This design comes from an exercise in tuning for small area, a short achievable clock period and few clock cycles per item on the open sky130 flow, not from production work. The RTL was checked by simulation tests, not by an equivalence proof against the original design. Power figures rest on the tool's default switching activity, not on a simulated workload.

==> flow/design.v (excerpt) <==
module priority_tune_note_sequencer_unit #(
    parameter int TUNE_DEPTH = ptns_pkg::TUNE_DEPTH_DEFAULT
) (
    input  wire logic        clk,
    input  wire logic        rst_n,
    input  wire logic        req_valid,
    output logic             req_ready,
    input  wire logic [1:0]  req_command,
    input  wire logic [7:0]  req_word_address,
    input  wire logic [31:0] req_note_word,
    input  wire logic [7:0]  req_tune_start,
    input  wire logic [7:0]  req_request_priority,
    output logic             rsp_valid,
    input  wire logic        rsp_ready,
    output logic             rsp_timer_enable,
    output logic [15:0]      rsp_period,
    output logic [15:0]      rsp_compare,
    output logic             rsp_counter_restart,
    output logic             rsp_pin_forced_low,
    output logic             rsp_note_active,
    output logic [7:0]       rsp_current_priority,
    output logic [7:0]       rsp_note_index,
    input  wire logic        cfg_valid,
    output logic             cfg_ready,
    input  wire logic        cfg_index,
    input  wire logic [15:0] cfg_data
);
Size in the first run: about 7400 cells after synthesis, roughly 2600 flip-flops.
clock: 6.0 ns
lec_check: 0
abc_area: 1
cap_margin: 20
core_margin: 2
core_utilization: 40
cts_cluster_diameter: 80
cts_cluster_size: 24
setup_slack_margin: 3.7
slew_margin: 20
run.sh (not shown) runs the stock make flow with config.mk's settings and CLKGATE_MAP_FILE= SYNTH_SCRIPT=/design/flow/synth_recipe.tcl, a recipe that flattens the netlist after the stock synthesis.
The first run went through all stages and came out clean.
Testbench counts at the start, summed over its fixed seeds: cycles 6,396, items 6,112.
Then changed:
SETUP_SLACK_MARGIN = 3.3   (was 3.7)
Routed wire length went down by 6.5%.
Fmax went down by 0.52%.
Via count went down by about 4%.
Then changed:
CORE_UTILIZATION = 55   (was 40)
SETUP_SLACK_MARGIN = 3.5   (was 3.3)
Outcome: The changed run produced a clean layout. Worst hold slack is worse by 0.070 ns. Via count rises by about 0.6%. Cell count falls by 6.4%. Synthesized area does not change. Power rises by about 5%. Wire length rises by about 1.4%.
Then changed:
ABC_AREA = not set   (was 1)
CORE_UTILIZATION = 40   (was 55)
Outcome:
- critical path depth climbs by 4
- count of clock-buffer cells in the layout came out lower by 5
- worst setup slack gets worse by 0.19 ns
- non-clock buffer count is higher by 94
Then changed:
ABC_AREA = 1   (was not set)
After rerunning: Synthesized cell count went up by well over a third; setup slack gets better by 0.23 ns; count of clock-buffer cells in the layout came out lower by 10; cell area rose slightly; core utilization drops by 0.98 points; clock skew fell by 0.0040 ns.

* * *

## main
Another version of the RTL of priority_tune_note_sequencer_unit (not shown whole).
Size in the first run: ~140 I/O pins, about 97000 um^2 of cells after synthesis.
export LEC_CHECK = 0
export ABC_AREA = 1
export CAP_MARGIN = 20
export CORE_MARGIN = 2
export CORE_UTILIZATION = 40
export CTS_CLUSTER_DIAMETER = 85
export CTS_CLUSTER_SIZE = 26
export SETUP_SLACK_MARGIN = 3.5
export SLEW_MARGIN = 20
create_clock -name core_clock -period 6.0 [get_ports {clk}]
Testbench counts of main, summed over its fixed seeds: cycles 6,297, items 6,112.
### main -> the feature branch
Settings: swapping 85 for 80 in CTS_CLUSTER_DIAMETER; swapping 26 for 24 in CTS_CLUSTER_SIZE.
Findings:
Max-slew violation total from the final report delta (main -> the feature branch): insignificant. Net total in the final layout up 33 in the feature branch wrt main. Diff main..the feature branch | minimum period implied by the final worst setup slack | negligible. Achievable frequency: the feature branch vs main, no meaningful difference. Non-clock buffer count in the final layout, the feature branch vs main: up by a few percent. Higher area growth from synthesis to final layout was reported by the feature branch, not main. Comparing the feature branch with main, the mean routed wirelength per cell came out essentially unchanged. Between the feature branch and main, the difference in met2 wire length is negligible. Via count: the feature branch vs main, no meaningful difference.

* * *

Another version of the RTL of priority_tune_note_sequencer_unit (not shown whole).
Size in the first run: ~7,300 cells after synthesis, about 2,600 flip-flops, about 99,000 µm² of cells after synthesis.
make LEC_CHECK=0 ABC_AREA=1 CAP_MARGIN=20 CORE_MARGIN=2 CORE_UTILIZATION=40 CTS_CLUSTER_DIAMETER=90 CTS_CLUSTER_SIZE=28 SETUP_SLACK_MARGIN=3.5 SLEW_MARGIN=20 finish   # period 6.0 ns
The starting point finished with timing, DRC and antenna clean.
Testbench counts at the start, summed over its fixed seeds: cycles 6,297, items 6,112.
==> next run, changes <==
--- a/flow/config.mk
+++ b/flow/config.mk
@@ -11,4 +11,4 @@
 export CORE_UTILIZATION = 40
-export CTS_CLUSTER_DIAMETER = 90
-export CTS_CLUSTER_SIZE = 28
+export CTS_CLUSTER_DIAMETER = 80
+export CTS_CLUSTER_SIZE = 24
 export SETUP_SLACK_MARGIN = 3.5
Result: Register-to-register slack improves by 0.04 ns; first-iteration DRC count goes down by 0.33%; worst setup slack degrades by 0.0075 ns; design area goes up by 0.72%.

## what the ideal ports hide
Ports are ideal in the flow. The routed layouts listed here were re-timed in OpenROAD. Step 1 assumes that a clkbuf_16 drives the clock port and a buf_2 every other input. Step 2 adds t to the input delays and takes it off the output delays; t is the mean of the earliest and latest rising clock arrival at the registers after step 1. Input paths then give back, and output paths get back, about the clock's delay inside the block. a / b / c = ideal ports / drivers / drivers and shift; a / b = the first two.
run | shift t [ns] | slack for setup (ns) | latest minus earliest clock arrival (ns) | worst register clock-pin slew, ns
the first run of note 1 | 0.944 | 3.120 / 3.120 / 2.696 | 0.096 / 0.097 | 0.11 / 0.11
the second run of note 1 | 0.903 | 3.105 / 3.105 / 2.626 | 0.050 / 0.051 | 0.10 / 0.10
the third run of note 1 | 0.897 | 3.202 / 3.179 / 2.639 | 0.073 / 0.074 | 0.10 / 0.10
the fourth run of note 1 | 0.931 | 3.015 / 3.015 / 2.432 | 0.066 / 0.066 | 0.11 / 0.11
the fifth run of note 1 | 0.926 | 3.244 / 3.204 / 2.745 | 0.072 / 0.072 | 0.10 / 0.10
main | 0.895 | 3.162 / 3.137 / 2.538 | 0.080 / 0.081 | 0.11 / 0.11
the feature branch | 0.918 | 3.161 / 3.124 / 2.518 | 0.082 / 0.082 | 0.11 / 0.11
the first run of note 3 | 0.907 | 3.251 / 3.158 / 2.822 | 0.086 / 0.086 | 0.12 / 0.12
the second run of note 3 | 0.914 | 3.244 / 3.151 / 2.824 | 0.054 / 0.053 | 0.10 / 0.10
After both steps every run listed still meets setup and hold. For the feature branch, which loses most, drivers alone change the setup slack by -0.037 ns; drivers and shift together by -0.643 ns.
